This design comes from an exercise in tuning for small area, a short achievable clock period and few clock cycles per item on the open sky130 flow, not from production work.
No run shown here included a check of the RTL's function; only the layout flow was run.

==> flow/design.v (outline; a module is shown in full before it is edited, if it fits) <==
// module gf_mul: 396 lines
// module chien_lane: 2170 lines
// module batch_counter: 26 lines
// module scan_ctrl: 33 lines
// module root_serializer: 113 lines
// module chien_search: 97 lines
module chien_search #(
    parameter int LANES = 16,
    parameter int DEPTH = 4
) (
    input  logic                 clk_i,
    input  logic                 rst_ni,
    input  logic                 start_req_i,
    input  logic                 root_ack_i,
    input  logic [119:0]         sigma_i,
    output logic                 start_ack_o,
    output logic                 root_req_o,
    output logic                 done_o,
    output logic [9:0]           root_pos_o,
    output logic [3:0]           root_count_o
);
  // ...
==> flow/run.sh <==
#!/bin/bash
# synth_recipe.tcl (not shown) runs the flow's synth.tcl, then flattens the netlist and writes it again
# the make line also repeats each setting of config.mk as NAME=value (left out here)
make -C /OpenROAD-flow-scripts/flow DESIGN_CONFIG=/design/flow/config.mk WORK_HOME=/design/flow/orfs CLKGATE_MAP_FILE= SYNTH_SCRIPT=/design/flow/synth_recipe.tcl finish
==> flow/config.mk <==
export PLATFORM = sky130hd
export DESIGN_NAME = chien_search
export DESIGN_NICKNAME = chien_search
export VERILOG_FILES = /design/flow/design.v
export SDC_FILE = /design/flow/constraint.sdc
export NUM_CORES = 4
export LEC_CHECK = 0
export CAP_MARGIN = 20
export CORE_MARGIN = 2
export CORE_UTILIZATION = 25
export SLEW_MARGIN = 20
==> flow/constraint.sdc <==
create_clock -name core_clock -period 5.0 [get_ports {clk_i}]
set_input_delay 1.0000 -clock core_clock [delete_from_list [all_inputs] [get_ports {clk_i}]]
set_output_delay 1.0000 -clock core_clock [all_outputs]
set_load 0.01 [all_outputs]
==> results_dict.tcl, run 1 <==
set metrics [dict create \
    status "finished clean" \
    drc_errors 0 \
    dpl.hpwl_um 176000 \
    n_tap_cell 1890 \
    fin_crit_ns 4.84 \
    multi_input_area_sq_um 24500 \
    grt_max_degree 35 \
    regToRegSetupSlack_ns 0.38 \
    ys_types 66 \
    crit_top_cell "buf_4" \
    sh_seq_area_pct 24.5 \
    largest_reg_flops 160 \
    nFillCells 14719 \
    vias 28418 \
    hold_path.class "in2async" \
    utilization_pct 30.6 \
    endpoint_kind "primary output" \
    bufAreaShareNonClock_pct 9.51 \
    cts-root-buf "clkbuf_16" \
    hold_violations 0 \
    clkCellAreaFrac_pct 3.95 \
    whs_ns 0.337 \
    top_register "sum_q" \
    synth.most_common_cell "xnor2_1" \
    rsz0062_at_grt "no" \
    synthCells 3495 \
    gp_congestion 1.10 \
    wl_met1_um 84900 \
    slowest_delay_ns 0.54 \
    met1_usage_pct 35.8 \
    tightest_slew_ns 1.30 \
    seq_area_sq_um 10600 \
    synth_xor_xnor_area_share_pct 57.5 \
    synth_warnings 7 \
    post_cts_resized 2 \
    yosys-top-cells-area "xnor2_1 41%, edfxtp_1 19%, xor2_1 12%, dfxtp_1 9.0%, buf_2 1.7%" \
    place_area_sq_um 41600 \
    worstSetupPathType "reg2out" \
    synth.cell_area_sq_um 35800 \
    drtIter0Drc 3584 \
    design.die.area_sq_um 146000 \
]
==> run 2: changes to the inputs <==
--- a/flow/config.mk
+++ b/flow/config.mk
@@ -8,4 +8,5 @@
 export CAP_MARGIN = 20
 export CORE_MARGIN = 2
 export CORE_UTILIZATION = 25
+export SETUP_SLACK_MARGIN = 1.5
 export SLEW_MARGIN = 20
==> run 2 against run 1 <==
Net effect:
- flip-flop and latch count unchanged
- fmax up 8.9%
- worst hold slack worse by 0.026 ns
- first-iteration DRC count up 6.9%
- count of clock-buffer cells in the layout up 10
- critical path type is now reg2reg
- largest cell class unchanged
==> results_dict.tcl, run 2 <==
set metrics [dict create \
    drtIter0Drc 3833 \
    grtUsageTotal_pct 28.6 \
    worstSetupPathType "reg2reg" \
    layout-drive-gt1-share_pct 17.3 \
    numPortBuffers 140 \
    maxSlewViolCount 0 \
    critical_path.max_fanout 12 \
    viasPerCell 4.91 \
    top_regs "sum_q x160, term_q x120, u_ser.qhit_q x64" \
    cts_buffers 51 \
    crit_path_start_kind "flop" \
    slew_headroom_pct 11.1 \
    synthCells 3495 \
    boundaryPins 141 \
    period_share_pct 88.8 \
    synth.cell_area_sq_um 35800 \
    cts-root-buf "clkbuf_16" \
    worstPathArrival_ns 4.90 \
    top_register "sum_q" \
    whs_ns 0.311 \
    grt_pass1_vias 27739 \
    synth_area_per_cell_sq_um 10.2 \
    fin_crit_ns 4.44 \
    synth_area_leader_cell "xnor2_1" \
    synth.most_common_cell "xnor2_1" \
    cts_sinks 411 \
    num_rows 138 \
    ys_ff_latch 411 \
    mostFrequentLayoutCells "1645 x xnor2_1, 477 x xor2_1, 349 x buf_4" \
    r2r_cells 20 \
    detail_route.wl_per_cell_um 37.0 \
    hold_violations 0 \
    hold_path.class "in2async" \
    grt-ovfl-total 0 \
    synth_seq_area_share_pct 29.7 \
    antenna_found_initial 5 \
    vias 28553 \
    yosys_most_used_dff "edfxtp_1" \
    wl_um 215000 \
    clockBufferDepth 3 \
    largest_reg_flops 160 \
    regToRegSetupSlack_ns 0.56 \
    synthToLayoutAreaGrowth_pct 23.5 \
    endpoint_kind "flop" \
    grt_max_degree 35 \
    gp_congestion 1.10 \
    fp.dieW_um 382 \
    setup_viol 0 \
    final_nets 4026 \
    drtPass1Iterations 6 \
    cts-hold-fix-buffers 0 \
    h-tree-depth 2 \
    cp.required_ns 5.46 \
    antenna_left 0 \
    clock_latency_ns 0.72 \
    drc_errors 0 \
    fmax_ghz 0.225 \
    synth_warnings 7 \
    ys_types 66 \
    design.die.area_sq_um 146000 \
    synth_top_area_share_pct 41.0 \
    finalSetupTns_ns 0 \
    r2r_start "u_ser.rp_q[1]" \
    ys_top_cells_by_count "1675 x xnor2_1, 484 x xor2_1, 230 x edfxtp_1" \
    rsz0062_at_grt "yes" \
    cts.clk_slew.worst_paths_ns 0.06 \
    synth_edf_count 230 \
    syn-num-nets 3636 \
    grt_pass1_wl_um 275000 \
    layout_commonest_cell "xnor2_1" \
    fin_skew_ns 0.0782 \
    synthArstFlopShare_pct 5.11 \
    r2r-end "term_q[76]" \
    start_util_pct 25.2 \
    die_y_um 382 \
    tightest_slew_ns 1.33 \
    yosys-top-cells-area "xnor2_1 41%, edfxtp_1 19%, xor2_1 12%, dfxtp_1 9.0%, buf_2 1.7%" \
    cts_tree "built" \
    status "finished clean" \
    dpl.hpwl_um 175000 \
    cap_violations 0 \
    core-area_sq_um 142000 \
]
## run 2: cell types whose count changed in the layout (fill, tap and decap cells not counted), sizes merged
cell,before,now
buf,349,383
bufinv,6,1
clkbuf,58,71
clkdlybuf4s50,139,138
clkinv,16,20
clkinvlp,3,1
inv,28,24
## run 2: how the worst max path moves through the flow
stage	from	to	slack [ns]	depth (start not counted)
2_1_floorplan	u_ser.rp_q[1]	term_q[100]	0.65	19
3_5_place_dp	sfirst_q	term_q[34]	0.33	17
5_1_grt	u_ser.rp_q[0]	term_q[80]	0.43	20
6_report	u_ser.rp_q[1]	term_q[76]	0.56	20
3_3_place_gp	sfirst_q	term_q[21]	0.34	17
4_1_cts	u_ser.rp_q[1]	term_q[66]	0.67	19
## run 2: cell families after synthesis
logic type | after synthesis | share of synthesized area (%)
buf+inv | 209 | 2.91
simple gates | 367 | 4.86
mux | 5 | 0.147
flops | 411 | 29.7
compound gates | 246 | 4.25
fa+ha+maj | 17 | 0.616
xor+xnor | 2240 | 57.5
## run 2: cell type report
cell class                      instances  area, sq um
Fill cell                           14708        97600
Multi-Input combinational cell       2875        24800
Sequential cell                       411        10600
Timing Repair Buffer                  524         4640
Tap cell                             1890         2360
Clock buffer                           68         1400
Clock inverter                         24          239
Inverter                               22          101
Antenna cell                            3         7.51
## run 2: per-stage QoR
stage               setup slack [ns]  instance area [sq um]  instances  util (%)
floorplan                      0.652                  36000       3495         -
global placement               0.338                  41400       5661      29.2
detailed placement             0.332                  41400       5662      29.2
CTS                            0.674                  43600       5792      30.8
global route                   0.431                  44100       5815      31.1
finish                         0.560                  44200       5817      31.1
## run 2: timing repair
action	in CTS	in global routing
pin swaps	9	17
gates resized for setup	41	79
setup endpoints to repair	282	264
setup buffers	36	19
gates cloned	2	3
## run 2: per-layer routing
layer	vias to the layer above	GRT usage (%)	wire length, um
met3	601	7.22	21300
li1	11982	-	-
met4	2	21.7	20100
met5	-	0.0331	11
met2	1875	41.5	87900
met1	14093	36.3	85700
## run 2: critical path, stage by stage (launching register included)
cell,delay (ns)
dfrtp_2,0.42
buf_4,0.15
ha_4,0.21
a222oi_1,0.48
a31oi_2,0.22
nor3_4,0.24
nand2_2,0.09
nor4_4,0.30
buf_4,0.20
ha_4,0.12
inv_2,0.04
ha_4,0.14
fa_2,0.38
xnor2_4,0.16
o21ai_2,0.16
nand3b_1,0.15
buf_12,0.20
buf_12,0.18
buf_4,0.15
nor2_1,0.11
a21oi_1,0.06
==> run 3: changes to the inputs <==
--- a/flow/config.mk
+++ b/flow/config.mk
@@ -8,5 +8,5 @@
 export CAP_MARGIN = 20
 export CORE_MARGIN = 2
 export CORE_UTILIZATION = 25
-export SETUP_SLACK_MARGIN = 1.5
+export SETUP_SLACK_MARGIN = 2.5
 export SLEW_MARGIN = 20
==> run 3 against run 2 <==
Net effect:
- still clean
- area after synthesis stayed put
- global-route usage grew 2.2 points
- first-iteration DRC count grew 13%
- setup slack got worse by 0.39 ns
- critical path depth increased by 2
- critical path type unchanged
- highest routed layer unchanged
==> results_dict.tcl, run 3 <==
set metrics [dict create \
    core-area_sq_um 142000 \
    utilization_pct 39.7 \
    cts_buffers 49 \
    synth_seq_area_share_pct 29.7 \
    cts-root-buf "clkbuf_16" \
    grt_max_degree 30 \
    antenna_left 0 \
    mostFrequentLayoutCells "1322 x xnor2_1, 634 x buf_4, 363 x xor2_1" \
    synth_area_leader_cell "xnor2_1" \
    finalSetupTns_ns 0 \
    setup_viol 0 \
    synth_warnings 7 \
    hold_path.class "in2async" \
    synth_top_area_share_pct 41.0 \
    fmax_ghz 0.207 \
    r2r-end "term_q[14]" \
    cp.buffers_inverters 8 \
    numPortBuffers 140 \
    hold_violations 0 \
    worstPathArrival_ns 5.27 \
    design.die.area_sq_um 146000 \
    num_rows 138 \
    largest_reg_flops 160 \
    r2r_start "u_ser.rp_q[1]" \
    drtIter0Drc 4324 \
    viasPerCell 5.03 \
    ys_types 66 \
    cpLargestDelayFamily "buffers and inverters" \
    final_nets 4553 \
    cp.required_ns 5.44 \
    synth.cell_area_sq_um 35800 \
    worstSetupPathType "reg2reg" \
    regToRegSetupSlack_ns 0.17 \
    die_y_um 382 \
    fin_crit_ns 4.83 \
    detail_route.wl_per_cell_um 37.6 \
    layout-drive-gt1-share_pct 39.1 \
    start_util_pct 25.2 \
    dpl.hpwl_um 180000 \
    gp_congestion 1.08 \
    yosys-top-cells-area "xnor2_1 41%, edfxtp_1 19%, xor2_1 12%, dfxtp_1 9.0%, buf_2 1.7%" \
    maxSlewViolCount 0 \
    top_register "sum_q" \
    boundaryPins 141 \
    syn-num-nets 3636 \
    clockBufferDepth 3 \
    tightest_slew_ns 1.15 \
    worstPathCellList "inv_4 -> ha_4 -> buf_4 -> a222oi_1 -> nand3_1 -> a21oi_4 -> nand2_2 -> nor4_4 -> buf_4 -> ha_4 -> inv_2 -> ha_4 -> fa_2 -> xnor2_4 -> o21ai_2 -> nand3b_1 -> buf_4 -> buf_12 -> buf_16 -> clkbuf_16 -> nor2_4 -> a21oi_1" \
    grt-ovfl-total 0 \
    endpoint_kind "flop" \
    clock_latency_ns 0.71 \
    slew_headroom_pct 22.5 \
    wl_um 238000 \
    cts_tree "built" \
    synthToLayoutAreaGrowth_pct 57.3 \
    vias 31916 \
    grt_pass1_vias 30385 \
    critical_path.max_fanout 8 \
    yosys_most_used_dff "edfxtp_1" \
    antenna_found_initial 5 \
    grtUsageTotal_pct 30.8 \
    cts_sinks 411 \
    ys_ff_latch 411 \
    layout_commonest_cell "xnor2_1" \
    r2r_cells 22 \
    synth.most_common_cell "xnor2_1" \
    top_regs "sum_q x160, term_q x120, u_ser.qhit_q x64" \
    slowest_delay_ns 0.50 \
    rsz0062_at_grt "yes" \
    synthArstFlopShare_pct 5.11 \
    period_share_pct 96.6 \
    synthCells 3495 \
    crit_path_start_kind "flop" \
    cap_violations 0 \
    ys_top_cells_by_count "1675 x xnor2_1, 484 x xor2_1, 230 x edfxtp_1" \
    drtPass1Iterations 8 \
    crit_slowest_cell "a222oi_1" \
    cts-hold-fix-buffers 0 \
    synth_area_per_cell_sq_um 10.2 \
    fp.dieW_um 382 \
    status "finished clean" \
    fin_skew_ns 0.0634 \
    grt_pass1_wl_um 296000 \
    drc_errors 0 \
    h-tree-depth 2 \
    cts.clk_slew.worst_paths_ns 0.07 \
    synth_edf_count 230 \
]
run 3: kinds of logic after synthesis:
group	synth area share (%)
AND/OR/NAND/NOR	4.86
multiplexers	0.147
adder cells (fa/ha/maj)	0.616
XOR/XNOR	57.5
buffers and inverters	2.91
flip-flops	29.7
AO/OA/AOI/OAI	4.25
run 3: metrics by stage:
stage / hold WS [ns] / setup slack, ns / std cells / cell area [sq um]
detailed placement: 0.492 / 0.320 / 5676 / 41600
CTS: 0.503 / 0.664 / 6175 / 52000
finish: 0.323 / 0.171 / 6346 / 56200
global placement: 0.488 / 0.377 / 5674 / 41600
global route: 0.361 / 0.0789 / 6342 / 56200
floorplan: 0.459 / 0.652 / 3495 / 36100
run 3: layer usage:
metal	vias to the layer above	GRT usage, %	share of wire, %
li1	13011	-	-
met1	15708	38.4	38
met2	2364	44.6	41
met3	827	8.44	11
met4	6	24.7	10
met5	-	0.0331	0.022
run 3: final cells by class:
class                      count  area, sq um
inverter                      22          134
sequential                   411        10600
clock buffer                  60         1310
clock inverter                31          435
timing repair buffer        1045        10600
timing repair inverter         2         22.5
fill                       13433        85500
tap                         1890         2360
antenna                        4         10.0
multi-input combinational   2881        30800
run 3: repair_timing:
action	in CTS	in global routing
gates resized for setup	642	432
cloned	14	22
pin swaps	115	115
buffers inserted	394	145
endpoints found under the setup margin	616	554
hold endpoints to repair	0	0
run 3: worst register-to-register path: cells and delay by family, from the launching register on:
kind | cells | cell delay, ns
xor gates and xnor gates | 1 | 0.15
DFF | 1 | 0.46
and+or+nand+nor | 5 | 0.92
AOI/OAI and AO/OA | 4 | 0.97
buffers and inverters | 8 | 1.24
adders and majority gates | 4 | 0.86
run 3: how the worst max path moves through the flow:
stage,slack [ns],end,cells past startpoint,startpoint
3_3_place_gp,0.38,u_cnt.cnt_q[0],18,u_ser.rp_q[1]
5_1_grt,0.08,term_q[67],23,u_ser.rp_q[1]
6_report,0.17,term_q[14],22,u_ser.rp_q[1]
4_1_cts,0.66,term_q[38],20,u_ser.rp_q[1]
3_5_place_dp,0.32,term_q[28],17,u_ser.rp_q[1]
2_1_floorplan,0.65,term_q[100],19,u_ser.rp_q[1]
==> module root_serializer, before the edit <==
module root_serializer #(
    parameter int LANES = 16,
    parameter int DEPTH = 4
) (
    input  logic                 clk_i,
    input  logic                 rst_ni,
    input  logic                 sv_i,
    input  logic [10*LANES-1:0]  sum_i,
    input  logic [9-$clog2(LANES):0] batch_i,  
    input  logic                 first_i,      
    input  logic                 last_i,       
    input  logic                 root_ack_i,
    output logic                 room_o,       
    output logic                 root_req_o,
    output logic [9:0]           root_pos_o,
    output logic                 done_o,
    output logic [3:0]           root_count_o
);
    localparam int LW = $clog2(LANES);
    localparam int HW = 10 - LW;
    localparam int DW = $clog2(DEPTH);
    logic [LANES-1:0] zero;
    logic [LANES-1:0] hits;
    logic             push;
    for (genvar m = 0; m < LANES; m++) begin : g_zero
        assign zero[m] = (sum_i[10*m +: 10] == '0);
    end
    assign hits = zero & ~({LANES{first_i}} & {{(LANES/2){1'b0}}, {(LANES/2){1'b1}}})
                       & ~({LANES{last_i}}  & {{(LANES/2){1'b1}}, {(LANES/2){1'b0}}});
    assign push = sv_i && ((hits != '0) || last_i);
    logic [LANES-1:0] qhit_q  [0:DEPTH-1];
    logic [HW-1:0]    qhb_q   [0:DEPTH-1];
    logic             qlast_q [0:DEPTH-1];
    logic [DW-1:0]    wp_q;
    logic [DW-1:0]    rp_q;
    logic [DW:0]      cnt_q;
    logic [LANES-1:0] h;
    logic [HW-1:0]    hb;
    logic             hvalid;
    logic             hempty;
    logic [LANES-1:0] low;
    logic [LW-1:0]    sel;
    logic             pop;
    logic             take;
    logic             launch;
    logic             req_q;
    logic [9:0]       pos_q;
    logic [9:0]       pos_next;
    logic [3:0]       rc_q;
    assign hvalid = (cnt_q != '0);
    assign h      = qhit_q[rp_q];
    assign hb     = qhb_q[rp_q];
    assign hempty = (h == '0);
    assign room_o = (cnt_q + (DW+1)'(push) - (DW+1)'(pop)) < (DW+1)'(DEPTH);
    always_comb begin
        sel = '0;
        for (int k = LANES - 1; k >= 0; k--) begin
            if (h[k]) begin
                sel = LW'(k);
            end
        end
    end
    assign low = LANES'(1) << sel;
    assign pos_next = {sel[LW-1] ? hb - 1'b1 : hb, sel[LW-1], ~sel[LW-2:0]};
    assign take   = req_q && root_ack_i;
    assign launch = hvalid && !hempty && !req_q && !root_ack_i;
    assign done_o = hvalid && hempty && qlast_q[rp_q];
    assign pop    = hvalid && hempty;
    always_ff @(posedge clk_i) begin
        for (int e = 0; e < DEPTH; e++) begin
            if (push && wp_q == DW'(e)) begin
                qhit_q[e]  <= hits;
                qhb_q[e]   <= batch_i;
                qlast_q[e] <= last_i;
            end else if (take && rp_q == DW'(e)) begin
                qhit_q[e]  <= qhit_q[e] & ~low;
            end
        end
        if (launch) begin
            pos_q <= pos_next;
        end
    end
    always_ff @(posedge clk_i or negedge rst_ni) begin
        if (!rst_ni) begin
            wp_q  <= '0;
            rp_q  <= '0;
            cnt_q <= '0;
            req_q <= 1'b0;
            rc_q  <= '0;
        end else begin
            if (push) begin
                wp_q <= wp_q + 1'b1;
            end
            if (pop) begin
                rp_q <= rp_q + 1'b1;
            end
            cnt_q <= cnt_q + (DW+1)'(push) - (DW+1)'(pop);
            if (take) begin
                req_q <= 1'b0;
            end else if (launch) begin
                req_q <= 1'b1;
            end
            if (done_o) begin
                rc_q <= '0;
            end else if (take) begin
                rc_q <= rc_q + 1'b1;
            end
        end
    end
    assign root_req_o   = req_q;
    assign root_pos_o   = pos_q;
    assign root_count_o = rc_q;
endmodule
==> run 4: changes to the inputs <==
--- a/flow/design.v
+++ b/flow/design.v
@@ -2661,6 +2661,7 @@
     logic [LANES-1:0] qhit_q  [0:DEPTH-1];
     logic [HW-1:0]    qhb_q   [0:DEPTH-1];
     logic             qlast_q [0:DEPTH-1];
+    logic             qempty_q [0:DEPTH-1];
     logic [DW-1:0]    wp_q;
     logic [DW-1:0]    rp_q;
     logic [DW:0]      cnt_q;
@@ -2680,8 +2681,10 @@
     assign hvalid = (cnt_q != '0);
     assign h      = qhit_q[rp_q];
     assign hb     = qhb_q[rp_q];
-    assign hempty = (h == '0);
-    assign room_o = (cnt_q + (DW+1)'(push) - (DW+1)'(pop)) < (DW+1)'(DEPTH);
+    assign hempty = qempty_q[rp_q];
+    assign room_o = (cnt_q < (DW+1)'(DEPTH - 1))
+                 || ((cnt_q == (DW+1)'(DEPTH - 1)) && (!push || pop))
+                 || ((cnt_q == (DW+1)'(DEPTH)) && pop && !push);
     always_comb begin
         sel = '0;
         for (int k = LANES - 1; k >= 0; k--) begin
@@ -2699,11 +2702,13 @@
     always_ff @(posedge clk_i) begin
         for (int e = 0; e < DEPTH; e++) begin
             if (push && wp_q == DW'(e)) begin
-                qhit_q[e]  <= hits;
-                qhb_q[e]   <= batch_i;
-                qlast_q[e] <= last_i;
+                qhit_q[e]   <= hits;
+                qhb_q[e]    <= batch_i;
+                qlast_q[e]  <= last_i;
+                qempty_q[e] <= (hits == '0);
             end else if (take && rp_q == DW'(e)) begin
-                qhit_q[e]  <= qhit_q[e] & ~low;
+                qhit_q[e]   <= qhit_q[e] & ~low;
+                qempty_q[e] <= ((qhit_q[e] & ~low) == '0);
             end
         end
         if (launch) begin
--- a/flow/config.mk
+++ b/flow/config.mk
@@ -8,5 +8,5 @@
 export CAP_MARGIN = 20
 export CORE_MARGIN = 2
 export CORE_UTILIZATION = 25
-export SETUP_SLACK_MARGIN = 2.5
+export SETUP_SLACK_MARGIN = 2.0
 export SLEW_MARGIN = 20
==> run 4 against run 3 <==
Net effect:
- highest routed layer unchanged
- area after synthesis rose by 1.8%
- still clean on timing, DRC and antenna
- final area fell by 10%
- count of clock-buffer cells in the layout rose by 7
- critical endpoint is now term_q[59]
==> results_dict.tcl, run 4 <==
set metrics [dict create \
    status "finished clean" \
    antenna_left 0 \
    mostFrequentLayoutCells "1629 x xnor2_1, 483 x buf_4, 413 x xor2_1" \
    cap_violations 0 \
    final_nets 4310 \
    design.die.area_sq_um 149000 \
    synthToLayoutAreaGrowth_pct 38.7 \
    dpl.hpwl_um 179000 \
    wl_um 229000 \
    boundaryPins 141 \
    setup_viol 0 \
    hold_violations 0 \
    slew_headroom_pct 14.6 \
    fin_skew_ns 0.0619 \
    fin_crit_ns 3.67 \
    grt_pass1_wl_um 293000 \
    cts.clk_slew.worst_paths_ns 0.06 \
    utilization_pct 34.8 \
    antenna_found_initial 7 \
    period_share_pct 73.4 \
    cts-root-buf "clkbuf_16" \
    largest_reg_flops 160 \
    synth.cell_area_sq_um 36400 \
    synth_area_per_cell_sq_um 10.3 \
    crit_path_start_kind "flop" \
    drc_errors 0 \
    layout_commonest_cell "xnor2_1" \
    synth_top_area_share_pct 42.0 \
    detail_route.wl_per_cell_um 37.3 \
    viasPerCell 5.01 \
    top_regs "sum_q x160, term_q x120, u_ser.qhit_q x64" \
    cp.required_ns 5.43 \
    synthArstFlopShare_pct 5.06 \
    final_cell_area_sq_um 50500 \
    h-tree-depth 2 \
    crit_start "sfirst_q" \
    cts_sinks 415 \
    grt-ovfl-total 0 \
    rsz0062_at_grt "yes" \
    cts_buffers 49 \
    regToRegSetupSlack_ns 1.33 \
    hold_path_startpoint "u_ctrl.ack_q" \
    r2r_start "sfirst_q" \
    numPortBuffers 140 \
    grt_pass1_vias 29802 \
    fmax_ghz 0.273 \
    top_register "sum_q" \
    synth.most_common_cell "xnor2_1" \
    grtUsageTotal_pct 30.1 \
    finalSetupTns_ns 0 \
    yosys-top-cells-area "xnor2_1 42%, edfxtp_1 19%, xor2_1 11%, dfxtp_1 8.8%, mux2_2 3.1%" \
    worstPathArrival_ns 4.09 \
    worstSetupPathType "reg2reg" \
    synth_seq_area_share_pct 29.5 \
    hold_path.class "reg2reg" \
    num_rows 140 \
    vias 30726 \
    ys_ff_latch 415 \
    yosys_most_used_dff "edfxtp_1" \
    ys_types 72 \
    synthCells 3521 \
    cts_tree "built" \
    nFillCells 14525 \
    core-area_sq_um 145000 \
    synth_area_leader_cell "xnor2_1" \
    gp_congestion 1.11 \
    syn-num-nets 3664 \
    grt_max_degree 32 \
    die_y_um 386 \
    clock_latency_ns 0.69 \
    drtIter0Drc 4168 \
    layout-drive-gt1-share_pct 28.2 \
    clockBufferDepth 3 \
    tightest_slew_ns 1.27 \
    ys_top_cells_by_count "1746 x xnor2_1, 448 x xor2_1, 234 x edfxtp_1" \
    synth_edf_count 234 \
    maxSlewViolCount 0 \
    start_util_pct 25.1 \
    critical_path.max_fanout 7 \
    fp.dieW_um 386 \
    endpoint_kind "flop" \
    place_area_sq_um 42500 \
    drtPass1Iterations 9 \
    synth_warnings 8 \
]
[run 4: cell count changes in the layout (fill, tap and decap cells not counted), moves of 71 or more]
cell | before | now
xnor2_1 | 1322 | 1629
xnor2_4 | 120 | 40
nand2_1 | 131 | 57
xnor2_2 | 275 | 103
buf_4 | 634 | 483
buf_6 | 121 | 50
[run 4: repair_timing]
item | in CTS | in global routing
cloned | 24 | 7
pin swaps | 83 | 56
endpoints found under the setup margin | 548 | 383
hold buffers | 0 | 0
gates resized for setup | 368 | 164
buffers inserted | 230 | 56
[run 4: logic make-up after synthesis]
group,synth area share [%]
AOI/OAI and AO/OA,4.03
xor gates and xnor gates,55.1
adders and majority gates,0.674
buffers and inverters,2.63
DFF,29.5
muxes,3.80
and+or+nand+nor,4.26
[run 4: area by class of cell]
cell class / count / area, sq um / share of cell area (%)
multi-input cells: 2890 / 27600 / 54.7
flip-flops and latches: 415 / 10800 / 21.3
repair buffers: 777 / 7840 / 15.5
well taps: 1917 / 2400 / 4.75
clock buffers: 67 / 1410 / 2.80
clock inverters: 25 / 325 / 0.644
inverters: 34 / 134 / 0.265
diodes: 7 / 17.5 / 0.0347
[run 4: critical path: stages, from the launching register on]
cell	delay, ns
edfxtp_1	0.37
buf_6	0.15
nor4_4	0.05
nand3_1	0.08
buf_6	0.12
nand4_1	0.23
nor4_4	0.30
a21boi_2	0.11
ha_2	0.20
nand2b_4	0.14
nand3_4	0.06
o21ai_2	0.07
a21oi_2	0.24
a31oi_4	0.15
nor2_4	0.15
buf_12	0.18
buf_12	0.16
buf_16	0.16
buf_8	0.15
mux2_2	0.32
[run 4: final timing paths]
check,endpoint,cells after the start
min reg2reg,u_ctrl.ack_q,1
max,term_q[59],19
max reg2reg,term_q[59],19
min in group asynchronous,u_ctrl.ack_q,2
min,u_ctrl.ack_q,1
max in group asynchronous,u_ser.rp_q[0],2
[run 4: stage by stage]
step	hold WS [ns]	setup slack (ns)	std cells
4_1_cts	0.515	1.45	6062
3_5_place_dp	0.500	0.392	5716
2_1_floorplan	0.459	1.48	3521
3_3_place_gp	0.479	0.493	5716
6_report	0.513	1.33	6132
5_1_grt	0.536	1.22	6125
[run 4: metal layers]
metal	GRT usage, %	wire, um	vias to the layer above
met5	0	44	-
met4	24.7	22900	8
met3	7.74	22700	716
met2	44.1	95000	2082
met1	37.1	88200	15181
li1	-	-	12739

[what the ideal ports hide]
No port has a modelled driver above. Below, the same layouts with a new extraction and two added sets of constraints. Step 1 sets driving cells, clkbuf_16 on the clock port and buf_2 on the other inputs (assumed; they add their load-dependent delay and slew). Step 2 adds t to the input delays and takes it off the output delays; t is the mean of the earliest and latest rising clock arrival at the registers after step 1. Input paths then give back, and output paths get back, about the clock's delay inside the block. a / b / c = ideal ports / drivers / drivers and shift; a / b = the first two.
run | shift t [ns] | setup WS [ns] | latest minus earliest clock arrival (ns) | worst register clock-pin slew, ns
run 1 | 0.728 | 0.164 / 0.095 / 0.377 | 0.083 / 0.083 | 0.07 / 0.07
run 2 | 0.757 | 0.560 / 0.560 / 0.560 | 0.078 / 0.078 | 0.08 / 0.08
run 3 | 0.744 | 0.171 / 0.171 / 0.171 | 0.063 / 0.063 | 0.07 / 0.07
run 4 | 0.736 | 1.332 / 1.332 / 1.332 | 0.062 / 0.063 | 0.07 / 0.07
After both steps setup and hold are still met in every run listed.
